Background: an optimization exercise with open tools, aiming at small area, a short achievable clock period and few clock cycles. Do not read the settings as production practice. The RTL was checked by simulation tests, not by an equivalence proof against the original design. Power figures rest on the tool's default switching activity, not on a simulated workload.

## flow/design.v (module list and top-level ports; edited modules follow where they fit)
// module matrix_bram: 27 lines
// module systolic_pe: 13 lines
// module booth_pp: 27 lines
// module dot4_csa: 1862 lines
// module csa_fa: 7 lines
// module csa_ha: 7 lines
// module tile_sequencer: 20 lines
// module result_buffer: 45 lines
// module matmul_top: 61 lines
module matmul_top
#(
    parameter  int BLOCK   = 4,
    parameter  int INNER   = 4,
    parameter  int A_ROWS  = 8,      
    parameter  int B_COLS  = 8,      
    localparam int A_DEPTH = (A_ROWS / BLOCK) * INNER,
    localparam int B_DEPTH = (B_COLS / BLOCK) * INNER,
    localparam int A_AW    = (A_DEPTH > 1) ? $clog2(A_DEPTH) : 1,
    localparam int B_AW    = (B_DEPTH > 1) ? $clog2(B_DEPTH) : 1,
    localparam int R_AW    = (A_ROWS * B_COLS > 1) ? $clog2(A_ROWS * B_COLS) : 1
) (
    input  logic              clk,
    input  logic              rst_n,
    input  logic              a_we,
    input  logic [A_AW-1:0]   a_addr,      
    input  logic [BLOCK-1:0][ELEM_W-1:0]  a_data,
    input  logic              b_we,
    input  logic [B_AW-1:0]   b_addr,      
    input  logic [BLOCK-1:0][ELEM_W-1:0]  b_data,
    input  logic              start,
    output logic              busy,
    output logic              done,
    input  logic [R_AW-1:0]   res_addr,
    output logic signed [ELEM_W-1:0]             res_data
);
  // ...
==> flow/run.sh <==
#!/bin/bash
# synth_recipe.tcl (not shown) runs the flow's synth.tcl, then flattens the netlist and writes it again
# the make line also repeats each setting of config.mk as NAME=value (left out here)
make -C /OpenROAD-flow-scripts/flow DESIGN_CONFIG=/design/flow/config.mk WORK_HOME=/design/flow/orfs CLKGATE_MAP_FILE= SYNTH_SCRIPT=/design/flow/synth_recipe.tcl finish
==> flow/config.mk <==
export PLATFORM = sky130hd
export DESIGN_NAME = matmul_top
export DESIGN_NICKNAME = matmul_top
export VERILOG_FILES = /design/flow/design.v
export SDC_FILE = /design/flow/constraint.sdc
export NUM_CORES = 4
export LEC_CHECK = 0
export CAP_MARGIN = 20
export CORE_MARGIN = 2
export CORE_UTILIZATION = 65
export CTS_CLUSTER_SIZE = 30
export SETUP_SLACK_MARGIN = 3.6
export SLEW_MARGIN = 20
export SYNTH_HIERARCHICAL = 1
==> flow/constraint.sdc <==
create_clock -name core_clock -period 10.0 [get_ports {clk}]
set_input_delay 2.0000 -clock core_clock [delete_from_list [all_inputs] [get_ports {clk}]]
set_output_delay 2.0000 -clock core_clock [all_outputs]
set_load 0.01 [all_outputs]
==> impl_results.md, run 1 <==
- Clock-pin slew on the worst setup and hold paths: 60 ps
- Final core occ: 74.4%
- Unique masters post-synth: 64
- First-pass GRT wire length: 369 mm
- Worst Clk Skew: 110 ps
- Worst setup SP type: input port
- Pwr/cell area: 379 mW/mm^2
- Power in combinational cells: 24.2 mW
- Synth Area in Simple Gates: 3.92%
- Area of the multi-input gates: 0.0353 mm^2
- Clk latency of the worst-skew pair: 880 ps
- Worst Hold Class: register to register
- Grt ovf: 0
- P_seq: 11.2 mW
- Final setup fails: 0
- Hold Vio Cnt, Final: 0
- Die area: 0.156 mm^2
- Largest cell class: sequential cells
- Largest area contributor in the netlist: edfxtp_1
- Routing usage on met3: 8.32%
- Top layer in use: met5
- CP endpoint: u_res.u_dot.q_s997$_DFF_P_
- Status: no timing/DRC/antenna violations
- WHS Path Cells: 0
- Drt total wl: 263 mm
- Placement row count: 143
- Num CTS Buffers: 196
- Worst path cell trace: buf_16 -> buf_16 -> buf_16 -> mux4_2 -> mux2_4 -> buf_12 -> and3b_4 -> buf_6 -> buf_6 -> nand2_1 -> o221ai_2 -> fa_2 -> fa_2 -> fa_2 -> fa_1 -> fa_1 -> fa_2 -> fa_1
- Largest family of logic cells by synthesized area: adder cells
- TritonCTS clock tree: done
Testbench counts, summed over its fixed seeds: cycles 4,296.
==> run 2, diff against run 1 <==
--- a/flow/design.v
+++ b/flow/design.v
@@ -1062,16 +1062,142 @@
     logic s961;
     logic s962;
     logic s963;
     logic s964;
     logic s965;
     logic s966;
     logic s967;
     logic s968;
+    logic q_s849;
+    logic q_neg_2_0;
+    logic q_pp_3_0_0;
+    logic q_neg_3_0;
+    logic q_s851;
+    logic q_pp_3_0_1;
+    logic q_s684;
+    logic q_s850;
+    logic q_s853;
+    logic q_s855;
+    logic q_neg_3_1;
+    logic q_s852;
+    logic q_s857;
+    logic q_s859;
+    logic q_s854;
+    logic q_s856;
+    logic q_s861;
+    logic q_s863;
+    logic q_s858;
+    logic q_s860;
+    logic q_s865;
+    logic q_s867;
+    logic q_s862;
+    logic q_s864;
+    logic q_s869;
+    logic q_s871;
+    logic q_s866;
+    logic q_s868;
+    logic q_s873;
+    logic q_s875;
+    logic q_s870;
+    logic q_s872;
+    logic q_s877;
+    logic q_s879;
+    logic q_s874;
+    logic q_s876;
+    logic q_s881;
+    logic q_s883;
+    logic q_s878;
+    logic q_s880;
+    logic q_s885;
+    logic q_s887;
+    logic q_s882;
+    logic q_s884;
+    logic q_s889;
+    logic q_s891;
+    logic q_s886;
+    logic q_s888;
+    logic q_s893;
+    logic q_s895;
+    logic q_s890;
+    logic q_s892;
+    logic q_s897;
+    logic q_s899;
+    logic q_s894;
+    logic q_s896;
+    logic q_s901;
+    logic q_s903;
+    logic q_s898;
+    logic q_s900;
+    logic q_s905;
+    logic q_s907;
+    logic q_s902;
+    logic q_s904;
+    logic q_s909;
+    logic q_s911;
+    logic q_s906;
+    logic q_s908;
+    logic q_s913;
+    logic q_s915;
+    logic q_s910;
+    logic q_s912;
+    logic q_s917;
+    logic q_s919;
+    logic q_s914;
+    logic q_s916;
+    logic q_s921;
+    logic q_s923;
+    logic q_s918;
+    logic q_s920;
+    logic q_s925;
+    logic q_s927;
+    logic q_s922;
+    logic q_s924;
+    logic q_s929;
+    logic q_s931;
+    logic q_s926;
+    logic q_s928;
+    logic q_s933;
+    logic q_s935;
+    logic q_s930;
+    logic q_s932;
+    logic q_s937;
+    logic q_s939;
+    logic q_s934;
+    logic q_s936;
+    logic q_s941;
+    logic q_s943;
+    logic q_s938;
+    logic q_s940;
+    logic q_s945;
+    logic q_s947;
+    logic q_s942;
+    logic q_s944;
+    logic q_s949;
+    logic q_s951;
+    logic q_s946;
+    logic q_s948;
+    logic q_s953;
+    logic q_s955;
+    logic q_s950;
+    logic q_s952;
+    logic q_s957;
+    logic q_s959;
+    logic q_s954;
+    logic q_s956;
+    logic q_s961;
+    logic q_s963;
+    logic q_s958;
+    logic q_s960;
+    logic q_s965;
+    logic q_s967;
+    logic q_s962;
+    logic q_s964;
+    logic q_s966;
+    logic q_s968;
     logic s969;
     logic s970;
     logic s971;
     logic s972;
     logic s973;
     logic s974;
     logic s975;
     logic s976;
@@ -1126,113 +1252,16 @@
     logic s1025;
     logic s1026;
     logic s1027;
     logic s1028;
     logic s1029;
     logic s1030;
     logic s1031;
     logic s1032;
-    logic q_s969;
-    logic q_pp_3_0_0;
-    logic q_neg_3_0;
-    logic q_s971;
-    logic q_s850;
-    logic q_s970;
-    logic q_s973;
-    logic q_s852;
-    logic q_s972;
-    logic q_s975;
-    logic q_s856;
-    logic q_s974;
-    logic q_s977;
-    logic q_s860;
-    logic q_s976;
-    logic q_s979;
-    logic q_s864;
-    logic q_s978;
-    logic q_s981;
-    logic q_s868;
-    logic q_s980;
-    logic q_s983;
-    logic q_s872;
-    logic q_s982;
-    logic q_s985;
-    logic q_s876;
-    logic q_s984;
-    logic q_s987;
-    logic q_s880;
-    logic q_s986;
-    logic q_s989;
-    logic q_s884;
-    logic q_s988;
-    logic q_s991;
-    logic q_s888;
-    logic q_s990;
-    logic q_s993;
-    logic q_s892;
-    logic q_s992;
-    logic q_s995;
-    logic q_s896;
-    logic q_s994;
-    logic q_s997;
-    logic q_s900;
-    logic q_s996;
-    logic q_s999;
-    logic q_s904;
-    logic q_s998;
-    logic q_s1001;
-    logic q_s908;
-    logic q_s1000;
-    logic q_s1003;
-    logic q_s912;
-    logic q_s1002;
-    logic q_s1005;
-    logic q_s916;
-    logic q_s1004;
-    logic q_s1007;
-    logic q_s920;
-    logic q_s1006;
-    logic q_s1009;
-    logic q_s924;
-    logic q_s1008;
-    logic q_s1011;
-    logic q_s928;
-    logic q_s1010;
-    logic q_s1013;
-    logic q_s932;
-    logic q_s1012;
-    logic q_s1015;
-    logic q_s936;
-    logic q_s1014;
-    logic q_s1017;
-    logic q_s940;
-    logic q_s1016;
-    logic q_s1019;
-    logic q_s944;
-    logic q_s1018;
-    logic q_s1021;
-    logic q_s948;
-    logic q_s1020;
-    logic q_s1023;
-    logic q_s952;
-    logic q_s1022;
-    logic q_s1025;
-    logic q_s956;
-    logic q_s1024;
-    logic q_s1027;
-    logic q_s960;
-    logic q_s1026;
-    logic q_s1029;
-    logic q_s964;
-    logic q_s1028;
-    logic q_s1031;
-    logic q_s968;
-    logic q_s1030;
-    logic q_s1032;
     logic s1033;
     logic s1034;
     logic s1035;
     logic s1036;
     logic s1037;
     logic s1038;
     logic s1039;
     logic s1040;
@@ -1775,180 +1804,209 @@
     csa_fa u_s953 (.a(s833), .b(s835), .c(s837), .s(s953), .co(s954));
     csa_fa u_s955 (.a(s828), .b(s830), .c(s832), .s(s955), .co(s956));
     csa_fa u_s957 (.a(s839), .b(s841), .c(s843), .s(s957), .co(s958));
     csa_fa u_s959 (.a(s834), .b(s836), .c(s838), .s(s959), .co(s960));
     csa_fa u_s961 (.a(s845), .b(s847), .c(s682), .s(s961), .co(s962));
     csa_fa u_s963 (.a(s840), .b(s842), .c(s844), .s(s963), .co(s964));
     csa_fa u_s965 (.a(pp_0[7][16]), .b(pp_1[7][16]), .c(pp_2[7][16]), .s(s965), .co(s966));
     csa_fa u_s967 (.a(pp_3[7][16]), .b(s846), .c(s848), .s(s967), .co(s968));
-    csa_ha u_s969 (.a(s849), .b(neg_2[0]), .s(s969), .co(s970));
-    csa_fa u_s971 (.a(s851), .b(pp_3[0][1]), .c(s684), .s(s971), .co(s972));
-    csa_fa u_s973 (.a(s853), .b(s855), .c(neg_3[1]), .s(s973), .co(s974));
-    csa_fa u_s975 (.a(s857), .b(s859), .c(s854), .s(s975), .co(s976));
-    csa_fa u_s977 (.a(s861), .b(s863), .c(s858), .s(s977), .co(s978));
-    csa_fa u_s979 (.a(s865), .b(s867), .c(s862), .s(s979), .co(s980));
-    csa_fa u_s981 (.a(s869), .b(s871), .c(s866), .s(s981), .co(s982));
-    csa_fa u_s983 (.a(s873), .b(s875), .c(s870), .s(s983), .co(s984));
-    csa_fa u_s985 (.a(s877), .b(s879), .c(s874), .s(s985), .co(s986));
-    csa_fa u_s987 (.a(s881), .b(s883), .c(s878), .s(s987), .co(s988));
-    csa_fa u_s989 (.a(s885), .b(s887), .c(s882), .s(s989), .co(s990));
-    csa_fa u_s991 (.a(s889), .b(s891), .c(s886), .s(s991), .co(s992));
-    csa_fa u_s993 (.a(s893), .b(s895), .c(s890), .s(s993), .co(s994));
-    csa_fa u_s995 (.a(s897), .b(s899), .c(s894), .s(s995), .co(s996));
-    csa_fa u_s997 (.a(s901), .b(s903), .c(s898), .s(s997), .co(s998));
-    csa_fa u_s999 (.a(s905), .b(s907), .c(s902), .s(s999), .co(s1000));
-    csa_fa u_s1001 (.a(s909), .b(s911), .c(s906), .s(s1001), .co(s1002));
-    csa_fa u_s1003 (.a(s913), .b(s915), .c(s910), .s(s1003), .co(s1004));
-    csa_fa u_s1005 (.a(s917), .b(s919), .c(s914), .s(s1005), .co(s1006));
-    csa_fa u_s1007 (.a(s921), .b(s923), .c(s918), .s(s1007), .co(s1008));
-    csa_fa u_s1009 (.a(s925), .b(s927), .c(s922), .s(s1009), .co(s1010));
-    csa_fa u_s1011 (.a(s929), .b(s931), .c(s926), .s(s1011), .co(s1012));
-    csa_fa u_s1013 (.a(s933), .b(s935), .c(s930), .s(s1013), .co(s1014));
-    csa_fa u_s1015 (.a(s937), .b(s939), .c(s934), .s(s1015), .co(s1016));
-    csa_fa u_s1017 (.a(s941), .b(s943), .c(s938), .s(s1017), .co(s1018));
-    csa_fa u_s1019 (.a(s945), .b(s947), .c(s942), .s(s1019), .co(s1020));
-    csa_fa u_s1021 (.a(s949), .b(s951), .c(s946), .s(s1021), .co(s1022));
-    csa_fa u_s1023 (.a(s953), .b(s955), .c(s950), .s(s1023), .co(s1024));
-    csa_fa u_s1025 (.a(s957), .b(s959), .c(s954), .s(s1025), .co(s1026));
-    csa_fa u_s1027 (.a(s961), .b(s963), .c(s958), .s(s1027), .co(s1028));
-    csa_fa u_s1029 (.a(s965), .b(s967), .c(s962), .s(s1029), .co(s1030));
-    csa_ha u_s1031 (.a(1'b1), .b(s966), .s(s1031), .co(s1032));
     always_ff @(posedge clk) begin
-        q_s969 <= s969;
+        q_s849 <= s849;
+        q_neg_2_0 <= neg_2[0];
         q_pp_3_0_0 <= pp_3[0][0];
         q_neg_3_0 <= neg_3[0];
-        q_s971 <= s971;
+        q_s851 <= s851;
+        q_pp_3_0_1 <= pp_3[0][1];
+        q_s684 <= s684;
         q_s850 <= s850;
-        q_s970 <= s970;
-        q_s973 <= s973;
+        q_s853 <= s853;
+        q_s855 <= s855;
+        q_neg_3_1 <= neg_3[1];
         q_s852 <= s852;
-        q_s972 <= s972;
-        q_s975 <= s975;
+        q_s857 <= s857;
+        q_s859 <= s859;
+        q_s854 <= s854;
         q_s856 <= s856;
-        q_s974 <= s974;
-        q_s977 <= s977;
+        q_s861 <= s861;
+        q_s863 <= s863;
+        q_s858 <= s858;
         q_s860 <= s860;
-        q_s976 <= s976;
-        q_s979 <= s979;
+        q_s865 <= s865;
+        q_s867 <= s867;
+        q_s862 <= s862;
         q_s864 <= s864;
-        q_s978 <= s978;
-        q_s981 <= s981;
+        q_s869 <= s869;
+        q_s871 <= s871;
+        q_s866 <= s866;
         q_s868 <= s868;
-        q_s980 <= s980;
-        q_s983 <= s983;
+        q_s873 <= s873;
+        q_s875 <= s875;
+        q_s870 <= s870;
         q_s872 <= s872;
-        q_s982 <= s982;
-        q_s985 <= s985;
+        q_s877 <= s877;
+        q_s879 <= s879;
+        q_s874 <= s874;
         q_s876 <= s876;
-        q_s984 <= s984;
-        q_s987 <= s987;
+        q_s881 <= s881;
+        q_s883 <= s883;
+        q_s878 <= s878;
         q_s880 <= s880;
-        q_s986 <= s986;
-        q_s989 <= s989;
+        q_s885 <= s885;
+        q_s887 <= s887;
+        q_s882 <= s882;
         q_s884 <= s884;
-        q_s988 <= s988;
-        q_s991 <= s991;
+        q_s889 <= s889;
+        q_s891 <= s891;
+        q_s886 <= s886;
         q_s888 <= s888;
-        q_s990 <= s990;
-        q_s993 <= s993;
+        q_s893 <= s893;
+        q_s895 <= s895;
+        q_s890 <= s890;
         q_s892 <= s892;
-        q_s992 <= s992;
-        q_s995 <= s995;
+        q_s897 <= s897;
+        q_s899 <= s899;
+        q_s894 <= s894;
         q_s896 <= s896;
-        q_s994 <= s994;
-        q_s997 <= s997;
+        q_s901 <= s901;
+        q_s903 <= s903;
+        q_s898 <= s898;
         q_s900 <= s900;
-        q_s996 <= s996;
-        q_s999 <= s999;
+        q_s905 <= s905;
+        q_s907 <= s907;
+        q_s902 <= s902;
         q_s904 <= s904;
-        q_s998 <= s998;
-        q_s1001 <= s1001;
+        q_s909 <= s909;
+        q_s911 <= s911;
+        q_s906 <= s906;
         q_s908 <= s908;
-        q_s1000 <= s1000;
-        q_s1003 <= s1003;
+        q_s913 <= s913;
+        q_s915 <= s915;
+        q_s910 <= s910;
         q_s912 <= s912;
-        q_s1002 <= s1002;
-        q_s1005 <= s1005;
+        q_s917 <= s917;
+        q_s919 <= s919;
+        q_s914 <= s914;
         q_s916 <= s916;
-        q_s1004 <= s1004;
-        q_s1007 <= s1007;
+        q_s921 <= s921;
+        q_s923 <= s923;
+        q_s918 <= s918;
         q_s920 <= s920;
-        q_s1006 <= s1006;
-        q_s1009 <= s1009;
+        q_s925 <= s925;
+        q_s927 <= s927;
+        q_s922 <= s922;
         q_s924 <= s924;
-        q_s1008 <= s1008;
-        q_s1011 <= s1011;
+        q_s929 <= s929;
+        q_s931 <= s931;
+        q_s926 <= s926;
         q_s928 <= s928;
-        q_s1010 <= s1010;
-        q_s1013 <= s1013;
+        q_s933 <= s933;
+        q_s935 <= s935;
+        q_s930 <= s930;
         q_s932 <= s932;
-        q_s1012 <= s1012;
-        q_s1015 <= s1015;
+        q_s937 <= s937;
+        q_s939 <= s939;
+        q_s934 <= s934;
         q_s936 <= s936;
-        q_s1014 <= s1014;
-        q_s1017 <= s1017;
+        q_s941 <= s941;
+        q_s943 <= s943;
+        q_s938 <= s938;
         q_s940 <= s940;
-        q_s1016 <= s1016;
-        q_s1019 <= s1019;
+        q_s945 <= s945;
+        q_s947 <= s947;
+        q_s942 <= s942;
         q_s944 <= s944;
-        q_s1018 <= s1018;
-        q_s1021 <= s1021;
+        q_s949 <= s949;
+        q_s951 <= s951;
+        q_s946 <= s946;
         q_s948 <= s948;
-        q_s1020 <= s1020;
-        q_s1023 <= s1023;
+        q_s953 <= s953;
+        q_s955 <= s955;
+        q_s950 <= s950;
         q_s952 <= s952;
-        q_s1022 <= s1022;
-        q_s1025 <= s1025;
+        q_s957 <= s957;
+        q_s959 <= s959;
+        q_s954 <= s954;
         q_s956 <= s956;
-        q_s1024 <= s1024;
-        q_s1027 <= s1027;
+        q_s961 <= s961;
+        q_s963 <= s963;
+        q_s958 <= s958;
         q_s960 <= s960;
-        q_s1026 <= s1026;
-        q_s1029 <= s1029;
+        q_s965 <= s965;
+        q_s967 <= s967;
+        q_s962 <= s962;
         q_s964 <= s964;
-        q_s1028 <= s1028;
-        q_s1031 <= s1031;
+        q_s966 <= s966;
         q_s968 <= s968;
-        q_s1030 <= s1030;
-        q_s1032 <= s1032;
     end
-    csa_ha u_s1033 (.a(q_s969), .b(q_pp_3_0_0), .s(s1033), .co(s1034));
-    csa_fa u_s1035 (.a(q_s971), .b(q_s850), .c(q_s970), .s(s1035), .co(s1036));
-    csa_fa u_s1037 (.a(q_s973), .b(q_s852), .c(q_s972), .s(s1037), .co(s1038));
-    csa_fa u_s1039 (.a(q_s975), .b(q_s856), .c(q_s974), .s(s1039), .co(s1040));
-    csa_fa u_s1041 (.a(q_s977), .b(q_s860), .c(q_s976), .s(s1041), .co(s1042));
-    csa_fa u_s1043 (.a(q_s979), .b(q_s864), .c(q_s978), .s(s1043), .co(s1044));
-    csa_fa u_s1045 (.a(q_s981), .b(q_s868), .c(q_s980), .s(s1045), .co(s1046));
-    csa_fa u_s1047 (.a(q_s983), .b(q_s872), .c(q_s982), .s(s1047), .co(s1048));
-    csa_fa u_s1049 (.a(q_s985), .b(q_s876), .c(q_s984), .s(s1049), .co(s1050));
-    csa_fa u_s1051 (.a(q_s987), .b(q_s880), .c(q_s986), .s(s1051), .co(s1052));
-    csa_fa u_s1053 (.a(q_s989), .b(q_s884), .c(q_s988), .s(s1053), .co(s1054));
-    csa_fa u_s1055 (.a(q_s991), .b(q_s888), .c(q_s990), .s(s1055), .co(s1056));
-    csa_fa u_s1057 (.a(q_s993), .b(q_s892), .c(q_s992), .s(s1057), .co(s1058));
-    csa_fa u_s1059 (.a(q_s995), .b(q_s896), .c(q_s994), .s(s1059), .co(s1060));
-    csa_fa u_s1061 (.a(q_s997), .b(q_s900), .c(q_s996), .s(s1061), .co(s1062));
-    csa_fa u_s1063 (.a(q_s999), .b(q_s904), .c(q_s998), .s(s1063), .co(s1064));
-    csa_fa u_s1065 (.a(q_s1001), .b(q_s908), .c(q_s1000), .s(s1065), .co(s1066));
-    csa_fa u_s1067 (.a(q_s1003), .b(q_s912), .c(q_s1002), .s(s1067), .co(s1068));
-    csa_fa u_s1069 (.a(q_s1005), .b(q_s916), .c(q_s1004), .s(s1069), .co(s1070));
-    csa_fa u_s1071 (.a(q_s1007), .b(q_s920), .c(q_s1006), .s(s1071), .co(s1072));
-    csa_fa u_s1073 (.a(q_s1009), .b(q_s924), .c(q_s1008), .s(s1073), .co(s1074));
-    csa_fa u_s1075 (.a(q_s1011), .b(q_s928), .c(q_s1010), .s(s1075), .co(s1076));
-    csa_fa u_s1077 (.a(q_s1013), .b(q_s932), .c(q_s1012), .s(s1077), .co(s1078));
-    csa_fa u_s1079 (.a(q_s1015), .b(q_s936), .c(q_s1014), .s(s1079), .co(s1080));
-    csa_fa u_s1081 (.a(q_s1017), .b(q_s940), .c(q_s1016), .s(s1081), .co(s1082));
-    csa_fa u_s1083 (.a(q_s1019), .b(q_s944), .c(q_s1018), .s(s1083), .co(s1084));
-    csa_fa u_s1085 (.a(q_s1021), .b(q_s948), .c(q_s1020), .s(s1085), .co(s1086));
-    csa_fa u_s1087 (.a(q_s1023), .b(q_s952), .c(q_s1022), .s(s1087), .co(s1088));
-    csa_fa u_s1089 (.a(q_s1025), .b(q_s956), .c(q_s1024), .s(s1089), .co(s1090));
-    csa_fa u_s1091 (.a(q_s1027), .b(q_s960), .c(q_s1026), .s(s1091), .co(s1092));
-    csa_fa u_s1093 (.a(q_s1029), .b(q_s964), .c(q_s1028), .s(s1093), .co(s1094));
-    csa_fa u_s1095 (.a(q_s1031), .b(q_s968), .c(q_s1030), .s(s1095), .co(s1096));
-    assign sum_x = {1'b1, q_s1032, s1095, s1093, s1091, s1089, s1087, s1085, s1083, s1081, s1079, s1077, s1075, s1073, s1071, s1069, s1067, s1065, s1063, s1061, s1059, s1057, s1055, s1053, s1051, s1049, s1047, s1045, s1043, s1041, s1039, s1037, s1035, s1033};
+    csa_ha u_s969 (.a(q_s849), .b(q_neg_2_0), .s(s969), .co(s970));
+    csa_fa u_s971 (.a(q_s851), .b(q_pp_3_0_1), .c(q_s684), .s(s971), .co(s972));
+    csa_fa u_s973 (.a(q_s853), .b(q_s855), .c(q_neg_3_1), .s(s973), .co(s974));
+    csa_fa u_s975 (.a(q_s857), .b(q_s859), .c(q_s854), .s(s975), .co(s976));
+    csa_fa u_s977 (.a(q_s861), .b(q_s863), .c(q_s858), .s(s977), .co(s978));
+    csa_fa u_s979 (.a(q_s865), .b(q_s867), .c(q_s862), .s(s979), .co(s980));
+    csa_fa u_s981 (.a(q_s869), .b(q_s871), .c(q_s866), .s(s981), .co(s982));
+    csa_fa u_s983 (.a(q_s873), .b(q_s875), .c(q_s870), .s(s983), .co(s984));
+    csa_fa u_s985 (.a(q_s877), .b(q_s879), .c(q_s874), .s(s985), .co(s986));
+    csa_fa u_s987 (.a(q_s881), .b(q_s883), .c(q_s878), .s(s987), .co(s988));
+    csa_fa u_s989 (.a(q_s885), .b(q_s887), .c(q_s882), .s(s989), .co(s990));
+    csa_fa u_s991 (.a(q_s889), .b(q_s891), .c(q_s886), .s(s991), .co(s992));
+    csa_fa u_s993 (.a(q_s893), .b(q_s895), .c(q_s890), .s(s993), .co(s994));
+    csa_fa u_s995 (.a(q_s897), .b(q_s899), .c(q_s894), .s(s995), .co(s996));
+    csa_fa u_s997 (.a(q_s901), .b(q_s903), .c(q_s898), .s(s997), .co(s998));
+    csa_fa u_s999 (.a(q_s905), .b(q_s907), .c(q_s902), .s(s999), .co(s1000));
+    csa_fa u_s1001 (.a(q_s909), .b(q_s911), .c(q_s906), .s(s1001), .co(s1002));
+    csa_fa u_s1003 (.a(q_s913), .b(q_s915), .c(q_s910), .s(s1003), .co(s1004));
+    csa_fa u_s1005 (.a(q_s917), .b(q_s919), .c(q_s914), .s(s1005), .co(s1006));
+    csa_fa u_s1007 (.a(q_s921), .b(q_s923), .c(q_s918), .s(s1007), .co(s1008));
+    csa_fa u_s1009 (.a(q_s925), .b(q_s927), .c(q_s922), .s(s1009), .co(s1010));
+    csa_fa u_s1011 (.a(q_s929), .b(q_s931), .c(q_s926), .s(s1011), .co(s1012));
+    csa_fa u_s1013 (.a(q_s933), .b(q_s935), .c(q_s930), .s(s1013), .co(s1014));
+    csa_fa u_s1015 (.a(q_s937), .b(q_s939), .c(q_s934), .s(s1015), .co(s1016));
+    csa_fa u_s1017 (.a(q_s941), .b(q_s943), .c(q_s938), .s(s1017), .co(s1018));
+    csa_fa u_s1019 (.a(q_s945), .b(q_s947), .c(q_s942), .s(s1019), .co(s1020));
+    csa_fa u_s1021 (.a(q_s949), .b(q_s951), .c(q_s946), .s(s1021), .co(s1022));
+    csa_fa u_s1023 (.a(q_s953), .b(q_s955), .c(q_s950), .s(s1023), .co(s1024));
+    csa_fa u_s1025 (.a(q_s957), .b(q_s959), .c(q_s954), .s(s1025), .co(s1026));
+    csa_fa u_s1027 (.a(q_s961), .b(q_s963), .c(q_s958), .s(s1027), .co(s1028));
+    csa_fa u_s1029 (.a(q_s965), .b(q_s967), .c(q_s962), .s(s1029), .co(s1030));
+    csa_ha u_s1031 (.a(1'b1), .b(q_s966), .s(s1031), .co(s1032));
+    csa_ha u_s1033 (.a(s969), .b(q_pp_3_0_0), .s(s1033), .co(s1034));
+    csa_fa u_s1035 (.a(s971), .b(q_s850), .c(s970), .s(s1035), .co(s1036));
+    csa_fa u_s1037 (.a(s973), .b(q_s852), .c(s972), .s(s1037), .co(s1038));
+    csa_fa u_s1039 (.a(s975), .b(q_s856), .c(s974), .s(s1039), .co(s1040));
+    csa_fa u_s1041 (.a(s977), .b(q_s860), .c(s976), .s(s1041), .co(s1042));
+    csa_fa u_s1043 (.a(s979), .b(q_s864), .c(s978), .s(s1043), .co(s1044));
+    csa_fa u_s1045 (.a(s981), .b(q_s868), .c(s980), .s(s1045), .co(s1046));
+    csa_fa u_s1047 (.a(s983), .b(q_s872), .c(s982), .s(s1047), .co(s1048));
+    csa_fa u_s1049 (.a(s985), .b(q_s876), .c(s984), .s(s1049), .co(s1050));
+    csa_fa u_s1051 (.a(s987), .b(q_s880), .c(s986), .s(s1051), .co(s1052));
+    csa_fa u_s1053 (.a(s989), .b(q_s884), .c(s988), .s(s1053), .co(s1054));
+    csa_fa u_s1055 (.a(s991), .b(q_s888), .c(s990), .s(s1055), .co(s1056));
+    csa_fa u_s1057 (.a(s993), .b(q_s892), .c(s992), .s(s1057), .co(s1058));
+    csa_fa u_s1059 (.a(s995), .b(q_s896), .c(s994), .s(s1059), .co(s1060));
+    csa_fa u_s1061 (.a(s997), .b(q_s900), .c(s996), .s(s1061), .co(s1062));
+    csa_fa u_s1063 (.a(s999), .b(q_s904), .c(s998), .s(s1063), .co(s1064));
+    csa_fa u_s1065 (.a(s1001), .b(q_s908), .c(s1000), .s(s1065), .co(s1066));
+    csa_fa u_s1067 (.a(s1003), .b(q_s912), .c(s1002), .s(s1067), .co(s1068));
+    csa_fa u_s1069 (.a(s1005), .b(q_s916), .c(s1004), .s(s1069), .co(s1070));
+    csa_fa u_s1071 (.a(s1007), .b(q_s920), .c(s1006), .s(s1071), .co(s1072));
+    csa_fa u_s1073 (.a(s1009), .b(q_s924), .c(s1008), .s(s1073), .co(s1074));
+    csa_fa u_s1075 (.a(s1011), .b(q_s928), .c(s1010), .s(s1075), .co(s1076));
+    csa_fa u_s1077 (.a(s1013), .b(q_s932), .c(s1012), .s(s1077), .co(s1078));
+    csa_fa u_s1079 (.a(s1015), .b(q_s936), .c(s1014), .s(s1079), .co(s1080));
+    csa_fa u_s1081 (.a(s1017), .b(q_s940), .c(s1016), .s(s1081), .co(s1082));
+    csa_fa u_s1083 (.a(s1019), .b(q_s944), .c(s1018), .s(s1083), .co(s1084));
+    csa_fa u_s1085 (.a(s1021), .b(q_s948), .c(s1020), .s(s1085), .co(s1086));
+    csa_fa u_s1087 (.a(s1023), .b(q_s952), .c(s1022), .s(s1087), .co(s1088));
+    csa_fa u_s1089 (.a(s1025), .b(q_s956), .c(s1024), .s(s1089), .co(s1090));
+    csa_fa u_s1091 (.a(s1027), .b(q_s960), .c(s1026), .s(s1091), .co(s1092));
+    csa_fa u_s1093 (.a(s1029), .b(q_s964), .c(s1028), .s(s1093), .co(s1094));
+    csa_fa u_s1095 (.a(s1031), .b(q_s968), .c(s1030), .s(s1095), .co(s1096));
+    assign sum_x = {1'b1, s1032, s1095, s1093, s1091, s1089, s1087, s1085, s1083, s1081, s1079, s1077, s1075, s1073, s1071, s1069, s1067, s1065, s1063, s1061, s1059, s1057, s1055, s1053, s1051, s1049, s1047, s1045, s1043, s1041, s1039, s1037, s1035, s1033};
     assign sum_y = {1'b0, s1096, s1094, s1092, s1090, s1088, s1086, s1084, s1082, s1080, s1078, s1076, s1074, s1072, s1070, s1068, s1066, s1064, s1062, s1060, s1058, s1056, s1054, s1052, s1050, s1048, s1046, s1044, s1042, s1040, s1038, s1036, s1034, q_neg_3_0};
 endmodule
 module csa_fa (
     input  logic a, b, c,
     output logic s, co
 );
     assign s  = a ^ b ^ c;
     assign co = (a & b) | (a & c) | (b & c);
==> run 2 against run 1 <==
Register-to-register slack better by 470 ps. Via count fell by 1.4%. Non-clock buffer count decreased by 81. Sequential share of layout area rose by 1.0 points. Design area is 0.92% lower. Combinational power fell by 15%. Critical path type is now register to output port. Highest routed layer unchanged.
==> impl_results.md, run 2 <==
- Status: no timing/DRC/antenna violations (unchanged)
- TritonCTS clock tree: done (unchanged)
- Max Cap Viol: 0 (unchanged)
- RSZ-0062 raised after global routing: yes (unchanged)
- Slew Limit Fails: 0 (unchanged)
- Max H-tree Level: 4 (unchanged)
- Synth top cells by count: 2048 x edfxtp_1, 527 x fa_1, 525 x nand2_1 (unchanged)
- Sequential-to-total area share from yosys stat: 64.0% (was 63.8%)
- Worst-Margin Slew: 1050 ps (was 1100 ps)
- RePlAce Congestion: 1.00 (about the same)
- Final ANT Viol Nets: 0 (unchanged)
- Synth Warn #: 9 (unchanged)
- Setup crit end kind: output port (was register)
- Required @ worst endpoint: 8000 ps (was 10680 ps)
- Core area: 0.154 mm^2 (was 0.152 mm^2)
- Worst Hold Class: register to register (unchanged)
- Overall power: 39.4 mW (was 42.9 mW)
- Top layer in use: met5 (unchanged)
- Wire length per cell: 31.1 um (was 32.2 um)
- CP top delay family: adder cells (unchanged)
- Via count: 53000 (was 53700)
- Clock Tree Buf Depth: 3 (unchanged)
- Clock-pin slew on the worst setup and hold paths: 60 ps (about the same)
- Worst path cell trace: fa_1 -> fa_2 -> ha_4 -> a21o_1 -> a21oi_2 -> a21bo_1 -> a21o_4 -> or3_4 -> a21oi_4 -> buf_6 -> nor3_4 -> buf_6 -> buf_16 -> a31o_4 -> buf_6 (was buf_16 -> buf_16 -> buf_16 -> mux4_2 -> mux2_4 -> buf_12 -> and3b_4 -> buf_6 -> buf_6 -> nand2_1 -> o221ai_2 -> fa_2 -> fa_2 -> fa_2 -> fa_1 -> fa_1 -> fa_2 -> fa_1)
- Area delta synth->final: 12.0% (was 13.7%)
- First-pass GRT wire length: 360 mm (was 369 mm)
- VDD IR max: 0.450 mV (was 0.822 mV)
- Hold buffer count at cts: 0 (unchanged)
- Most used cell, CP: buf_6 (was fa_2)
- Avg Cell Area, Syn: 17.1 um^2 (about the same)
- Clock root cell: clkbuf_16 (unchanged)
- DRT iter0 DRCs: 6262 (was 6345)
- Worst setup SP type: register (was input port)
- Die H: 396 um (was 395 um)
- Setup TNS: 0 ps (unchanged)
- CP max stage delay: 650 ps (was 610 ps)
- Syn Std Cell Area: 0.100 mm^2 (was 0.0995 mm^2)
- Buf/Inv on CP: 4 (was 6)
- Initial antenna violation count: 13 (was 5)
- Final period utilization: 68.1% (was 71.3%)
- Share of post-route cells with drive strength above 1: 20.7% (was 23.7%)
- IO Port Bufs: 162 (unchanged)
- Reg area: 0.0640 mm^2 (was 0.0635 mm^2)
- Pre-Repair DR Iteration Count: 6 (unchanged)
- CP max-delay cell: fa_2 (unchanged)
- Unique masters post-synth: 64 (unchanged)
- Largest cells by area after synthesis: edfxtp_1 61%, fa_1 11%, mux4_2 5.8% (was edfxtp_1 62%, fa_1 11%, mux4_2 5.8%)
- I/O Pins: 163 (unchanged)
- Placement row count: 144 (was 143)
- Drt total wl: 252 mm (was 263 mm)
- Commonest non-fill, non-tap cells in the layout: 2048 x edfxtp_1, 501 x nand2_1, 489 x fa_1 (was 2048 x edfxtp_1, 496 x nand2_1, 441 x xnor2_1)
- Crit path max fanout: 7 (unchanged)
- EDFF count, synth: 2048 (unchanged)
- Worst Clk Skew: 82.6 ps (was 110 ps)
- Number of global-route vias before repair: 51700 (was 52300)
- Fin nets: 6658 (was 6718)
- Initial Utilization: 65.2% (was 65.4%)
- Clk latency of the worst-skew pair: 860 ps (was 880 ps)
- Synth async-reset ratio: 0% (unchanged)
- Die area: 0.157 mm^2 (was 0.156 mm^2)
- Vias per cell: 6.52 (was 6.57)
- Area of the multi-input gates: 0.0345 mm^2 (was 0.0353 mm^2)
- Most used DFF post-synth: edfxtp_1 (unchanged)
- Largest area contributor in the netlist: edfxtp_1 (unchanged)
- Grt ovf: 0 (unchanged)
- DR WL met2: 115 mm (was 121 mm)
- DP HPWL: 164 mm (was 167 mm)
- Most frequent cell after synthesis: edfxtp_1 (unchanged)
- DRC viols: 0 (unchanged)
- Final setup fails: 0 (unchanged)
- Mapped Cells: 5847 (was 5818)
- Commonest non-fill, non-tap cell in the layout: edfxtp_1 (unchanged)
- Filler Cell Count: 9179 (was 8844)
- Largest net degree at the start of global routing: 181 (was 194)
- Met1 WL: 102 mm (was 103 mm)
- Arrival @ worst endpoint: 4810 ps (was 7820 ps)
- Min Clock Period, post-route: 6810 ps (was 7130 ps)
- Routed wl met3: 26.8 mm (was 29.8 mm)
- GR Util All Layers: 32.2% (was 33.2%)
- Num CTS Buffers: 202 (was 196)
- Die width: 396 um (was 395 um)
- Clock sink count: 2175 (was 2146)
- Slew margin rel.: 29.7% (was 26.4%)
- Share of the synthesized area in the top cell type: 61.4% (was 61.8%)
- Fmax: 0.147 GHz (was 0.140 GHz)
- Synth Register Bits: 2175 (was 2146)
- Kind of critical path: register to output port (was input port to register)
- Hold Vio Cnt, Final: 0 (unchanged)
- Pwr/cell area: 351 mW/mm^2 (was 379 mW/mm^2)
- Leakage: 37.4 nW (was 37.9 nW)
run 2: cell count changes after synthesis:
cell / before / now
dfxtp_1: 98 / 127
buf_4: 127 / 128
buf_6: 29 / 28
run 2: cells by family after synthesis:
| logic type | Yosys count | share of synthesized area, % |
|---|---|---|
| flip-flops | 2175 | 64.0 |
| adder cells (fa/ha/maj) | 599 | 11.4 |
| other | 2 | 0.00750 |
| AO/OA/AOI/OAI | 720 | 5.65 |
| multiplexers | 392 | 7.29 |
| XOR/XNOR | 481 | 4.24 |
| buffers and inverters | 641 | 3.51 |
| AND/OR/NAND/NOR | 837 | 3.90 |
run 2: timing repair:
action / 4_1_cts / 5_1_grt
resized for setup: 286 / 122
setup endpoints to repair: 98 / 61
hold endpoints to repair: 0 / 0
pin swaps: 47 / 33
gates cloned: 14 / 7
buffers inserted: 59 / 92
run 2: worst paths after layout:
path / start / to / slack [ps] / depth (start not counted)
hold / removal: b_mem.mem[19]$_DFFE_PP_ / b_mem.snap_q[19]$_DFFE_PP_ / 360 / 0
setup reg to reg: b_mem.snap_q[305]$_DFFE_PP_ / u_res.u_dot.q_s893$_DFF_P_ / 4580 / 11
setup / recovery: u_res.u_dot.q_s927$_DFF_P_ / res_data[10] / 3190 / 15
hold reg to reg: b_mem.mem[19]$_DFFE_PP_ / b_mem.snap_q[19]$_DFFE_PP_ / 360 / 0
run 2: area by class of cell:
cell class / count / area share, %
diodes: 3 / 0.00669
clock inverters: 119 / 1.07
well taps: 2044 / 2.28
flip-flops and latches: 2175 / 57.1
inverters: 59 / 0.197
repair buffers: 428 / 3.86
multi-input cells: 3048 / 30.7
clock buffers: 253 / 4.74
run 2: stage by stage:
| step | worst slack, ps | hold WS (ps) | utilization (%) | instance area, um^2 | instances |
|---|---|---|---|---|---|
| after CTS | 3190 | 355 | 72.1 | 111000 | 8026 |
| after detailed placement | 1730 | 405 | 66.6 | 102000 | 7581 |
| after floorplan | -7710 | 400 | - | 101000 | 5855 |
| final | 3190 | 359 | 73.1 | 112000 | 8129 |
| after global routing | 3130 | 372 | 73.1 | 112000 | 8128 |
| after global placement | 1780 | 400 | 66.6 | 102000 | 7581 |
run 2: routing by layer:
metal,vias up,GRT usage (%)
met4,10,10.3
met2,2829,48.3
met1,27500,48.3
met3,456,6.46
li1,22200,-
met5,-,0
run 2: Yosys stat by module (local to each module, per instance), a selection:
| module | flip-flops and latches | cell area (um^2) | cells |
|---|---|---|---|
| systolic_pe | 0 | 7660 | 454 |
| booth_pp | 0 | 3740 | 582 |
| dot4_csa | 126 | 3040 | 196 |
| result_buffer | 0 | 1950 | 253 |
| tile_sequencer | 1 | 42.5 | 4 |
| csa_fa | 0 | 20.0 | 1 |
| csa_ha | 0 | 12.5 | 1 |
run 2: report_power, final:
part	total (mW)	internal [mW]	switching (mW)	leakage (nW)
registers	11.2	11.0	0.238	20.2
logic	20.6	9.31	11.3	14.0
clock network	7.49	4.16	3.33	3.16
total	39.4	24.5	14.9	37.4
Testbench counts of run 2, summed over its fixed seeds: cycles 4,296.
==> run 3, diff against run 2 <==
--- a/flow/config.mk
+++ b/flow/config.mk
@@ -7,7 +7,7 @@
 export LEC_CHECK = 0
 export CAP_MARGIN = 20
 export CORE_MARGIN = 2
-export CORE_UTILIZATION = 65
+export CORE_UTILIZATION = 55
 export CTS_CLUSTER_SIZE = 30
 export SETUP_SLACK_MARGIN = 3.6
 export SLEW_MARGIN = 20
==> run 3 against run 2 <==
Combinational power hardly changed. Largest cell class unchanged. Sequential power is essentially flat. Design area is 0.43% higher. Worst hold slack better by 31 ps. Synthesized cell count is the same. Still clean. Register-to-register slack improved by 90 ps. Critical path type unchanged.
==> impl_results.md, run 3 <==
- Share of the synthesized area in the top cell type: 61.4% (unchanged)
- Overall power: 39.1 mW (was 39.4 mW)
- I/O Pins: 163 (unchanged)
- Synth Register Bits: 2175 (unchanged)
- Largest net degree at the start of global routing: 168 (was 181)
- Cell count after placement: 7914 (was 7581)
- RePlAce Congestion: 0.937 (was 1.00)
- Reg-to-reg endpoint: u_res.u_dot.q_s901$_DFF_P_ (was u_res.u_dot.q_s893$_DFF_P_)
- Initial antenna violation count: 16 (was 13)
- Pwr/cell area: 348 mW/mm^2 (was 351 mW/mm^2)
- R2R Setup Slk: 4670 ps (was 4580 ps)
- TritonCTS clock tree: done (unchanged)
- Sw Pwr: 14.8 mW (was 14.9 mW)
- Final period utilization: 68.7% (was 68.1%)
- CP endpoint: res_data[14] (was res_data[10])
- Sequential-to-total area share from yosys stat: 64.0% (unchanged)
- Fin nets: 6660 (was 6658)
- Pre-Repair DR Iteration Count: 5 (was 6)
- Cell-internal power: 24.3 mW (was 24.5 mW)
- Mapped Cells: 5847 (unchanged)
- First-pass GRT wire length: 364 mm (was 360 mm)
- Fmax: 0.145 GHz (was 0.147 GHz)
- Arrival @ worst endpoint: 4870 ps (was 4810 ps)
- Start point of the critical path: u_res.u_dot.q_s913$_DFF_P_ (was u_res.u_dot.q_s927$_DFF_P_)
- RR Startpoint: b_mem.snap_q[295]$_DFFE_PP_ (was b_mem.snap_q[305]$_DFFE_PP_)
- Reg power frac: 28.7% (was 28.5%)
- RSZ-0062 raised after global routing: yes (unchanged)
- Sw Share: 37.9% (about the same)
- Busiest grt layer: met2 (was met1)
- Max Cap Viol: 0 (unchanged)
- Most frequent cell after synthesis: edfxtp_1 (unchanged)
- Core area: 0.181 mm^2 (was 0.154 mm^2)
- Worst setup SP type: register (unchanged)
- Largest cells by area after synthesis: edfxtp_1 61%, fa_1 11%, mux4_2 5.8% (unchanged)
- Min Clock Period, post-route: 6870 ps (was 6810 ps)
- EDFF count, synth: 2048 (unchanged)
- Commonest non-fill, non-tap cell in the layout: edfxtp_1 (unchanged)
- Via count: 52300 (was 53000)
- Die width: 431 um (was 396 um)
- Avg Cell Area, Syn: 17.1 um^2 (unchanged)
- Setup TNS: 0 ps (unchanged)
- Clock-pin slew on the worst setup and hold paths: 60 ps (about the same)
- Required @ worst endpoint: 8000 ps (about the same)
- Placement row count: 156 (was 144)
- GR Util All Layers: 27.4% (was 32.2%)
- Clock sink count: 2175 (unchanged)
- Worst Clk Skew: 56.9 ps (was 82.6 ps)
- Clock root cell: clkbuf_16 (unchanged)
- Num CTS Buffers: 209 (was 202)
- Synth Warn #: 9 (unchanged)
- Vias per cell: 6.19 (was 6.52)
- Final ANT Viol Nets: 0 (unchanged)
- Number of global-route vias before repair: 51300 (was 51700)
- Clock Tree Buf Depth: 3 (unchanged)
- VDD IR max: 0.518 mV (was 0.450 mV)
- GR Layer Usage met2: 41.6% (was 48.3%)
- Slew Limit Fails: 0 (unchanged)
- Worst Reg-to-Reg Cells: 12 (was 11)
- Grt ovf: 0 (unchanged)
- Routing usage on met3: 5.19% (was 6.46%)
- Slew margin rel.: 28.4% (was 29.7%)
- Clk latency of the worst-skew pair: 870 ps (was 860 ps)
- Final setup fails: 0 (unchanged)
- Synth top cells by count: 2048 x edfxtp_1, 527 x fa_1, 525 x nand2_1 (unchanged)
- Kind of critical path: register to output port (unchanged)
- Crit path max fanout: 7 (unchanged)
- Drt total wl: 256 mm (was 252 mm)
- Unique masters post-synth: 64 (unchanged)
- Share of post-route cells with drive strength above 1: 20.4% (was 20.7%)
- Max H-tree Level: 4 (unchanged)
- Hold Vio Cnt, Final: 0 (unchanged)
- Logic pwr share: 52.2% (was 52.4%)
- Leakage: 37.5 nW (was 37.4 nW)
- DRT iter0 DRCs: 5939 (was 6262)
- DP HPWL: 170 mm (was 164 mm)
- Fin cells: 8451 (was 8129)
- DRC viols: 0 (unchanged)
- Syn Std Cell Area: 0.100 mm^2 (unchanged)
- Largest area contributor in the netlist: edfxtp_1 (unchanged)
- Status: no timing/DRC/antenna violations (unchanged)
- Wire length per cell: 30.3 um (was 31.1 um)
- Die area: 0.185 mm^2 (was 0.157 mm^2)
- Area delta synth->final: 12.5% (was 12.0%)
- Initial Utilization: 55.4% (was 65.2%)
- Worst Hold Class: register to register (unchanged)
- Final Hold Slack: 390 ps (was 359 ps)
- Commonest non-fill, non-tap cells in the layout: 2048 x edfxtp_1, 501 x nand2_1, 501 x fa_1 (was 2048 x edfxtp_1, 501 x nand2_1, 489 x fa_1)
- Setup crit end kind: output port (unchanged)
- Die H: 431 um (was 396 um)
- Worst-Margin Slew: 1070 ps (was 1050 ps)
- IO Port Bufs: 162 (unchanged)
- GR Util met1: 40.8% (was 48.3%)
- Clock power share: 19.2% (was 19.0%)
- Synth async-reset ratio: 0% (unchanged)
- Most used DFF post-synth: edfxtp_1 (unchanged)
[run 3: cell counts after synthesis]
No cell type changed its count.
[run 3: per-layer routing]
| layer | vias to the layer above | share of wire (%) |
|---|---|---|
| met4 | 12 | 3.3 |
| met1 | 27500 | 43 |
| li1 | 22200 | - |
| met3 | 431 | 8.4 |
| met5 | - | 0.027 |
| met2 | 2070 | 45 |
[run 3: power groups by stage]
stage	clock network, mW	registers, mW	logic (mW)
final	7.50	11.2	20.4
after global routing	8.01	11.3	22.5
after CTS	7.67	11.2	19.5
after detailed placement	0	11.4	18.6
after global placement	0	11.4	18.4
after floorplan	0	11.5	13.3
[run 3: final cells by class]
type                    count  area, um^2
diodes                      4        10.0
clock buffers             261        5480
clock inverters           111        1070
fillers                 13000       68100
inverters                  59         221
multi-input cells        3053       34600
flip-flops and latches   2175       64000
well taps                2370        2970
repair buffers            418        4290
[run 3: worst min-delay path by stage]
stage | end | slack (ps) | start | depth (start not counted)
after floorplan | a_mem.snap_q[0]$_DFFE_PP_ | 400 | a_mem.mem[0]$_DFFE_PP_ | 0
after global placement | a_mem.snap_q[21]$_DFFE_PP_ | 400 | a_mem.mem[21]$_DFFE_PP_ | 0
after detailed placement | a_mem.snap_q[104]$_DFFE_PP_ | 400 | a_mem.mem[104]$_DFFE_PP_ | 0
after CTS | b_mem.snap_q[162]$_DFFE_PP_ | 390 | b_mem.mem[162]$_DFFE_PP_ | 0
after global routing | b_mem.snap_q[130]$_DFFE_PP_ | 390 | b_mem.mem[130]$_DFFE_PP_ | 0
final | b_mem.snap_q[162]$_DFFE_PP_ | 390 | b_mem.mem[162]$_DFFE_PP_ | 0
[run 3: per-module statistics from Yosys (local to each module, per instance), excerpt]
| module | flip-flops and latches | cells inside | times used | area (um^2) |
|---|---|---|---|---|
| csa_fa | 0 | 1 | 518 | 20.0 |
| csa_ha | 0 | 1 | 30 | 12.5 |
| systolic_pe | 0 | 454 | 1 | 7660 |
| tile_sequencer | 1 | 4 | 1 | 42.5 |
| dot4_csa | 126 | 196 | 1 | 3040 |
| booth_pp | 0 | 582 | 4 | 3740 |
| result_buffer | 0 | 253 | 1 | 1950 |
[run 3: stage by stage]
step                      setup slack [ps]  util, %  instance area, um^2
after floorplan                      -7710        -               101000
after global placement                1520     56.8               103000
after global routing                  2980     62.3               113000
after CTS                             2960     61.3               111000
after detailed placement              1490     56.8               103000
final                                 3130     62.3               113000
[run 3: logic make-up (layout without fill, tap and decap cells)]
family	Yosys count	in the layout	share of synthesized area, %
and+or+nand+nor	837	844	3.90
other	2	14	0.00750
AOI/OAI and AO/OA	720	720	5.65
DFF	2175	2175	64.0
muxes	392	399	7.29
adders and majority gates	599	599	11.4
buffers and inverters	641	849	3.51
xor gates and xnor gates	481	481	4.24
[run 3: what timing repair did]
action,CTS,global route
hold buffers,0,0
endpoints found under the setup margin,100,59
gates cloned,10,16
gates resized for setup,270,162
buffers inserted,48,87
endpoints found under the hold margin,0,0
pin swaps,23,52
[run 3: worst max-delay path, stage by stage (launching register included)]
cell	delay, ps
dfxtp_1	330
fa_1	520
fa_2	670
ha_1	290
nand2_1	100
o21ai_1	130
a21bo_2	270
a21o_4	240
or3_4	390
a21oi_4	140
buf_6	150
buf_6	110
nor3_4	40
buf_6	130
buf_16	140
buf_6	110
a21o_1	140
buf_2	140
==> run 4, diff against run 3 <==
--- a/flow/config.mk
+++ b/flow/config.mk
@@ -9,6 +9,6 @@
 export CORE_MARGIN = 2
 export CORE_UTILIZATION = 55
 export CTS_CLUSTER_SIZE = 30
-export SETUP_SLACK_MARGIN = 3.6
+export SETUP_SLACK_MARGIN = 4.2
 export SLEW_MARGIN = 20
 export SYNTH_HIERARCHICAL = 1
==> run 4 against run 3 <==
Still clean. Power is 3.3% higher. Combinational power is 6% higher. Core utilization is 1.9 points higher. Via count is 3.2% higher. Clock power hardly changed. Synthesized cell count stayed put. First-iteration DRC count is 7.0% higher. Count of clock-buffer cells in the layout stayed put. Sequential power hardly changed. Sequential share of layout area is 1.7 points lower. Worst hold slack better by 0.58 ps. Design area is 3.0% higher. Highest routed layer unchanged.
==> impl_results.md, run 4 <==
- Status: no timing/DRC/antenna violations (unchanged)
- Final period utilization: 68.8% (was 68.7%)
- Synth async-reset ratio: 0% (unchanged)
- Die area: 0.185 mm^2 (unchanged)
- DRT iter0 DRCs: 6355 (was 5939)
- Avg Cell Area, Syn: 17.1 um^2 (unchanged)
- Most used cell, CP: buf_6 (unchanged)
- GR Util met1: 42.6% (was 40.8%)
- Clk latency of the worst-skew pair: 880 ps (was 870 ps)
- Clock root cell: clkbuf_16 (unchanged)
- Synth Register Bits: 2175 (unchanged)
- RePlAce Congestion: 0.937 (unchanged)
- Initial Utilization: 55.4% (unchanged)
- Mapped Cells: 5847 (unchanged)
- Reg-to-reg endpoint: u_res.u_dot.q_s901$_DFF_P_ (unchanged)
- Pwr/cell area: 349 mW/mm^2 (was 348 mW/mm^2)
- Die width: 431 um (unchanged)
- Commonest non-fill, non-tap cell in the layout: edfxtp_1 (unchanged)
- Hold path start: b_mem.mem[162]$_DFFE_PP_ (unchanged)
- Max Cap Viol: 0 (unchanged)
- Placement row count: 156 (unchanged)
- DRC viols: 0 (unchanged)
- Largest area contributor in the netlist: edfxtp_1 (unchanged)
- Hold buffer count at cts: 0 (unchanged)
- CP top delay family: adder cells (unchanged)
- GR Util All Layers: 29.1% (was 27.4%)
- TritonCTS clock tree: done (unchanged)
- Area of the multi-input gates: 0.0360 mm^2 (was 0.0346 mm^2)
- Worst Clk Skew: 58.5 ps (was 56.9 ps)
- Hold Vio Cnt, Final: 0 (unchanged)
- Start point of the critical path: u_res.u_dot.q_s913$_DFF_P_ (unchanged)
- IO Port Bufs: 162 (unchanged)
- Worst Hold Class: register to register (unchanged)
- Min Clock Period, post-route: 6880 ps (was 6870 ps)
- WP depth: 17 (unchanged)
- EDFF count, synth: 2048 (unchanged)
- GR Layer Usage met2: 44.1% (was 41.6%)
- Setup TNS: 0 ps (unchanged)
- Num CTS Buffers: 209 (unchanged)
- Overall power: 40.5 mW (was 39.1 mW)
- RSZ-0062 raised after global routing: yes (unchanged)
- Fmax: 0.145 GHz (about the same)
- Most frequent cell after synthesis: edfxtp_1 (unchanged)
- Reg area: 0.0640 mm^2 (unchanged)
- Crit path max fanout: 7 (unchanged)
- Slew Limit Fails: 0 (unchanged)
- Commonest non-fill, non-tap cells in the layout: 2048 x edfxtp_1, 493 x nand2_1, 427 x xnor2_1 (was 2048 x edfxtp_1, 501 x nand2_1, 501 x fa_1)
- Largest net degree at the start of global routing: 168 (unchanged)
- Drt total wl: 268 mm (was 256 mm)
- Routing usage on met3: 5.94% (was 5.19%)
- Initial antenna violation count: 18 (was 16)
- Area delta synth->final: 15.9% (was 12.5%)
- Final setup fails: 0 (unchanged)
- Fin cells: 8638 (was 8451)
- Most used DFF post-synth: edfxtp_1 (unchanged)
- Worst path cell trace: fa_1 -> fa_2 -> ha_1 -> nand2_1 -> o21ai_1 -> a21bo_2 -> a21o_4 -> or3_4 -> a21oi_4 -> buf_6 -> buf_6 -> nor3_4 -> buf_6 -> buf_16 -> buf_6 -> a21o_1 -> buf_2 (unchanged)
- Largest cells by area after synthesis: edfxtp_1 61%, fa_1 11%, mux4_2 5.8% (unchanged)
- Wire length per cell: 31.0 um (was 30.3 um)
- R2R Setup Slk: 4720 ps (was 4670 ps)
- Clock sink count: 2175 (unchanged)
- Die H: 431 um (unchanged)
- Buf/Inv on CP: 6 (unchanged)
- Number of global-route vias before repair: 53600 (was 51300)
- Vias per cell: 6.25 (was 6.19)
- Final ANT Viol Nets: 0 (unchanged)
- CP max stage delay: 660 ps (was 670 ps)
- Filler Cell Count: 12600 (was 13000)
- Pre-Repair DR Iteration Count: 6 (was 5)
- I/O Pins: 163 (unchanged)
- Via count: 53900 (was 52300)
- RR Startpoint: a_mem.snap_q[48]$_DFFE_PP_ (was b_mem.snap_q[295]$_DFFE_PP_)
- Share of the synthesized area in the top cell type: 61.4% (unchanged)
- Setup crit end kind: output port (unchanged)
- Clock-pin slew on the worst setup and hold paths: 60 ps (about the same)
- CP endpoint: res_data[14] (unchanged)
- Sequential-to-total area share from yosys stat: 64.0% (unchanged)
- Cell count after placement: 7914 (unchanged)
- Share of post-route cells with drive strength above 1: 26.2% (was 20.4%)
- Final Hold Slack: 391 ps (was 390 ps)
- Unique masters post-synth: 64 (unchanged)
- Kind of critical path: register to output port (unchanged)
- Worst-Margin Slew: 1060 ps (was 1070 ps)
- Synth Warn #: 9 (unchanged)
- Worst Reg-to-Reg Cells: 10 (was 12)
- Core area: 0.181 mm^2 (unchanged)
- First-pass GRT wire length: 384 mm (was 364 mm)
- VDD IR max: 0.514 mV (was 0.518 mV)
- Syn Std Cell Area: 0.100 mm^2 (unchanged)
- Grt ovf: 0 (unchanged)
- DP HPWL: 170 mm (unchanged)
- Clock Tree Buf Depth: 3 (unchanged)
- Required @ worst endpoint: 8000 ps (about the same)
- Busiest grt layer: met2 (unchanged)
- Arrival @ worst endpoint: 4880 ps (was 4870 ps)
- Fin nets: 6846 (was 6660)
- Synth top cells by count: 2048 x edfxtp_1, 527 x fa_1, 525 x nand2_1 (unchanged)
- Max H-tree Level: 4 (unchanged)
- CP max-delay cell: fa_2 (unchanged)
- Leakage: 39.0 nW (was 37.5 nW)
- Slew margin rel.: 29.0% (was 28.4%)
- Worst setup SP type: register (unchanged)
-- run 4: cell types whose count changed in the layout (fill, tap and decap cells not counted), moves of 24 or more --
cell	change
fa_1	-130
fa_2	+130
buf_4	+106
o221ai_1	-39
mux2_4	+33
buf_6	+29
buf_12	+24
-- run 4: cells by family (layout without fill, tap and decap cells) --
logic type	count (synthesis)	in the layout	share of synthesized area (%)
adders and majority gates	599	599	11.4
and+or+nand+nor	837	842	3.90
buffers and inverters	641	1024	3.51
other	2	15	0.00750
DFF	2175	2175	64.0
muxes	392	412	7.29
xor gates and xnor gates	481	481	4.24
AOI/OAI and AO/OA	720	720	5.65
-- run 4: layout make-up --
cell class                      instances  area share [%]
Sequential cell                      2175            55.2
Multi-Input combinational cell       3064            31.0
Timing Repair Buffer                  593            5.36
Clock buffer                          261            4.72
Tap cell                             2370            2.56
Clock inverter                        111           0.922
Inverter                               59           0.191
Antenna cell                            5          0.0108
-- run 4: where the power goes --
part | internal (mW) | switching [mW] | leakage, nW
Combinational | 9.98 | 11.7 | 15.5
Sequential | 11.0 | 0.224 | 20.2
Clock | 4.22 | 3.29 | 3.18
Total | 25.2 | 15.3 | 39.0
-- run 4: stage by stage --
step | cell area (um^2) | utilization, % | setup WS (ps)
floorplan | 101000 | - | -7710
finish | 116000 | 64.2 | 3120
global placement | 103000 | 56.8 | 1520
detailed placement | 103000 | 56.8 | 1490
CTS | 115000 | 63.5 | 2960
global route | 116000 | 64.2 | 2990
-- run 4: repair_timing --
action                                  in CTS  in global routing
endpoints found under the setup margin     115                 90
resized for setup                          666                149
pin swaps                                  141                111
buffers inserted                           242                 63
gates cloned                                40                  2
hold endpoints to repair                     0                  0
-- run 4: worst register-to-register path, delay by kind of cell, from the launching register on --
kind / cells / cell delay [ps]
AND/OR/NAND/NOR: 1 / 340
AO/OA/AOI/OAI: 1 / 350
multiplexers: 2 / 930
flip-flops: 1 / 370
adder cells (fa/ha/maj): 6 / 3210
-- run 4: layer usage --
| layer | up-vias | wire length, um |
|---|---|---|
| li1 | 22700 | - |
| met1 | 28200 | 112000 |
| met2 | 2496 | 121000 |
| met3 | 577 | 24700 |
| met4 | 16 | 10400 |
| met5 | - | 92 |
-- run 4: Yosys stat by module (local to each module, per instance), excerpt --
module	cells inside	area (um^2)	flip-flops and latches	copies in the design
systolic_pe	454	7660	0	1
booth_pp	582	3740	0	4
dot4_csa	196	3040	126	1
result_buffer	253	1950	0	1
tile_sequencer	4	42.5	1	1
csa_fa	1	20.0	0	518
csa_ha	1	12.5	0	30
-- run 4: worst min-delay path by stage --
stage	endpoint	slack [ps]	cells after the start
floorplan	a_mem.snap_q[0]$_DFFE_PP_	400	0
global placement	a_mem.snap_q[21]$_DFFE_PP_	400	0
detailed placement	a_mem.snap_q[104]$_DFFE_PP_	400	0
CTS	b_mem.snap_q[162]$_DFFE_PP_	390	0
global route	b_mem.snap_q[130]$_DFFE_PP_	390	0
finish	b_mem.snap_q[162]$_DFFE_PP_	390	0
==> run 5, diff against run 4 <==
--- a/flow/config.mk
+++ b/flow/config.mk
@@ -9,6 +9,6 @@
 export CORE_MARGIN = 2
 export CORE_UTILIZATION = 55
 export CTS_CLUSTER_SIZE = 30
-export SETUP_SLACK_MARGIN = 4.2
+export SETUP_SLACK_MARGIN = 3.2
 export SLEW_MARGIN = 20
 export SYNTH_HIERARCHICAL = 1
==> run 5 against run 4 <==
Largest power group unchanged. Sequential cell count did not move. Combinational power fell by 7%. Design area fell by 5.0%. Power fell by 3.8%. Still clean on timing, DRC and antenna. Non-clock buffer count fell by 297. Worst hold slack improved by 3.0 ps. Die area did not move.
==> impl_results.md, run 5 <==
- VDD IR max: 0.562 mV (was 0.514 mV)
- DRT iter0 DRCs: 5471 (was 6355)
- Sequential-to-total area share from yosys stat: 64.0% (unchanged)
- Required @ worst endpoint: 8000 ps (about the same)
- Most frequent cell after synthesis: edfxtp_1 (unchanged)
- Core area: 0.181 mm^2 (unchanged)
- Status: no timing/DRC/antenna violations (unchanged)
- First-pass GRT wire length: 358 mm (was 384 mm)
- Final ANT Viol Nets: 0 (unchanged)
- Largest net degree at the start of global routing: 181 (was 168)
- Clock root cell: clkbuf_16 (unchanged)
- Worst Reg-to-Reg Cells: 11 (was 10)
- Reg area: 0.0640 mm^2 (about the same)
- Hold path start: b_mem.mem[308]$_DFFE_PP_ (was b_mem.mem[162]$_DFFE_PP_)
- Die H: 431 um (unchanged)
- Initial Utilization: 55.4% (unchanged)
- Unique masters post-synth: 64 (unchanged)
- Number of global-route vias before repair: 50700 (was 53600)
- GR Util All Layers: 26.9% (was 29.1%)
- RePlAce Congestion: 0.972 (was 0.937)
- Reg-to-reg endpoint: u_res.u_dot.q_s905$_DFF_P_ (was u_res.u_dot.q_s901$_DFF_P_)
- Share of post-route cells with drive strength above 1: 17.3% (was 26.2%)
- Max H-tree Level: 4 (unchanged)
- Synth top cells by count: 2048 x edfxtp_1, 527 x fa_1, 525 x nand2_1 (unchanged)
- Overall power: 38.9 mW (was 40.5 mW)
- Grt ovf: 0 (unchanged)
- Commonest non-fill, non-tap cells in the layout: 2048 x edfxtp_1, 512 x nand2_1, 509 x fa_1 (was 2048 x edfxtp_1, 493 x nand2_1, 427 x xnor2_1)
- IO Port Bufs: 162 (unchanged)
- Hold Path End: b_mem.snap_q[308]$_DFFE_PP_ (was b_mem.snap_q[162]$_DFFE_PP_)
- Largest cells by area after synthesis: edfxtp_1 61%, fa_1 11%, mux4_2 5.8% (unchanged)
- Kind of critical path: register to output port (unchanged)
- Worst setup SP type: register (unchanged)
- Leakage: 36.3 nW (was 39.0 nW)
- Die width: 431 um (unchanged)
- DP Area: 0.103 mm^2 (about the same)
- Setup TNS: 0 ps (unchanged)
- Fmax: 0.147 GHz (was 0.145 GHz)
- Worst-Margin Slew: 1200 ps (was 1060 ps)
- Slew Limit Fails: 0 (unchanged)
- Max Cap Viol: 0 (unchanged)
- Setup crit end kind: output port (unchanged)
- Share of the synthesized area in the top cell type: 61.4% (unchanged)
- Design Area, Final: 0.110 mm^2 (was 0.116 mm^2)
- R2R Setup Slk: 4490 ps (was 4720 ps)
- Final setup fails: 0 (unchanged)
- EDFF count, synth: 2048 (unchanged)
- Largest area contributor in the netlist: edfxtp_1 (unchanged)
- Cell count after placement: 7913 (was 7914)
- Hold Vio Cnt, Final: 0 (unchanged)
- Die area: 0.185 mm^2 (unchanged)
- Synth Warn #: 9 (unchanged)
- Min Clock Period, post-route: 6780 ps (was 6880 ps)
- TritonCTS clock tree: done (unchanged)
- Busiest grt layer: met1 (was met2)
- RSZ-0062 raised after global routing: yes (unchanged)
- Routing usage on met3: 5.80% (was 5.94%)
- Worst Clk Skew: 43.8 ps (was 58.5 ps)
- Pwr/cell area: 353 mW/mm^2 (was 349 mW/mm^2)
- Slew margin rel.: 19.4% (was 29.0%)
- I/O Pins: 163 (unchanged)
- Clock-pin slew on the worst setup and hold paths: 60 ps (about the same)
- Drt total wl: 247 mm (was 268 mm)
- Wire length per cell: 29.6 um (was 31.0 um)
- Clk latency of the worst-skew pair: 860 ps (was 880 ps)
- Synth async-reset ratio: 0% (unchanged)
- Final period utilization: 67.8% (was 68.8%)
- Avg Cell Area, Syn: 17.1 um^2 (unchanged)
- WHS Path Cells: 0 (unchanged)
- Fin nets: 6524 (was 6846)
- DP HPWL: 170 mm (about the same)
- Area of the multi-input gates: 0.0335 mm^2 (was 0.0360 mm^2)
- RR Startpoint: b_mem.snap_q[341]$_DFFE_PP_ (was a_mem.snap_q[48]$_DFFE_PP_)
- Final Hold Slack: 394 ps (was 391 ps)
- Filler Cell Count: 13000 (was 12600)
- Fin cells: 8329 (was 8638)
- Area delta synth->final: 10.1% (was 15.9%)
- Worst Hold Class: register to register (unchanged)
- Num CTS Buffers: 209 (unchanged)
- Initial antenna violation count: 10 (was 18)
- Placement row count: 156 (unchanged)
- Pre-Repair DR Iteration Count: 6 (unchanged)
- Via count: 51000 (was 53900)
- Commonest non-fill, non-tap cell in the layout: edfxtp_1 (unchanged)
- Vias per cell: 6.12 (was 6.25)
- Arrival @ worst endpoint: 4780 ps (was 4880 ps)
- DRC viols: 0 (unchanged)
- GR Layer Usage met2: 40.1% (was 44.1%)
- Clock sink count: 2175 (unchanged)
- Syn Std Cell Area: 0.100 mm^2 (unchanged)
- Hold buffer count at cts: 0 (unchanged)
- Most used DFF post-synth: edfxtp_1 (unchanged)
- Clock Tree Buf Depth: 3 (unchanged)
- Synth Register Bits: 2175 (unchanged)
- Mapped Cells: 5847 (unchanged)
- Crit path max fanout: 7 (unchanged)
- GR Util met1: 40.1% (was 42.6%)
[run 5: cell counts after synthesis]
No cell type changed its count.
[run 5: per-module statistics from Yosys (local to each module, per instance), a selection]
module | times used | flip-flops and latches
systolic_pe | 1 | 0
booth_pp | 4 | 0
dot4_csa | 1 | 126
result_buffer | 1 | 0
tile_sequencer | 1 | 1
csa_fa | 518 | 0
csa_ha | 30 | 0
[run 5: worst max path at each step]
stage / slack, ps / cells after the start / end / from
6_report: 3220 / 16 / res_data[4] / u_res.u_dot.q_s953$_DFF_P_
5_1_grt: 3010 / 16 / res_data[4] / u_res.u_dot.q_s941$_DFF_P_
4_1_cts: 3130 / 15 / res_data[4] / u_res.u_dot.q_s937$_DFF_P_
3_5_place_dp: 1630 / 12 / u_res.u_dot.q_s909$_DFF_P_ / res_addr[2]
3_3_place_gp: 1670 / 12 / u_res.u_dot.q_s905$_DFF_P_ / res_addr[2]
2_1_floorplan: -7710 / 1 / a_mem.snap_q[0]$_DFFE_PP_ / start
[run 5: layer usage]
layer | up-vias | part of all wire (%)
li1 | 22000 | -
met4 | 6 | 3.1
met3 | 414 | 8.2
met1 | 26600 | 44
met2 | 2011 | 45
met5 | - | 0.017
[run 5: area by class of cell]
type | count | area share (%)
timing repair buffer | 296 | 2.61
antenna | 2 | 0.00454
clock buffer | 262 | 4.96
sequential | 2175 | 58.1
inverter | 59 | 0.201
clock inverter | 126 | 1.05
tap | 2370 | 2.69
multi-input combinational | 3039 | 30.4
[run 5: cell families (layout without fill, tap and decap cells)]
| group | after synthesis | in the layout | synth area share, % |
|---|---|---|---|
| multiplexers | 392 | 392 | 7.29 |
| adder cells (fa/ha/maj) | 599 | 599 | 11.4 |
| flip-flops | 2175 | 2175 | 64.0 |
| XOR/XNOR | 481 | 481 | 4.24 |
| AO/OA/AOI/OAI | 720 | 720 | 5.65 |
| other | 2 | 12 | 0.00750 |
| buffers and inverters | 641 | 743 | 3.51 |
| AND/OR/NAND/NOR | 837 | 837 | 3.90 |
[run 5: what timing repair did]
item	4_1_cts	5_1_grt
buffers inserted	14	9
resized for setup	156	63
pin swaps	29	14
endpoints found under the setup margin	85	56
cloned	2	1
[run 5: worst max-delay path, stage by stage (launching register included)]
cell and delay [ps]:
dfxtp_1 310, fa_1 500, fa_1 550, ha_1 150, inv_1 50, fa_2 360, xor2_1 160, a311o_1 290
a2111oi_2 270, o2111a_1 270, xnor2_2 110, buf_6 150, nor3_4 190, buf_6 140, buf_16 130, a21o_1 90
clkdlybuf4s15_2 210
[run 5: where the power goes]
group          switching (mW)  total, mW  internal [mW]
Sequential              0.228       11.2           11.0
Clock                    3.31       7.59           4.28
Combinational            11.2       20.1           8.93
[run 5: metrics by stage]
stage | worst slack, ps | utilization (%)
finish | 3220 | 61.0
floorplan | -7710 | -
global route | 3010 | 61.0
detailed placement | 1630 | 56.8
CTS | 3130 | 60.8
global placement | 1670 | 56.8
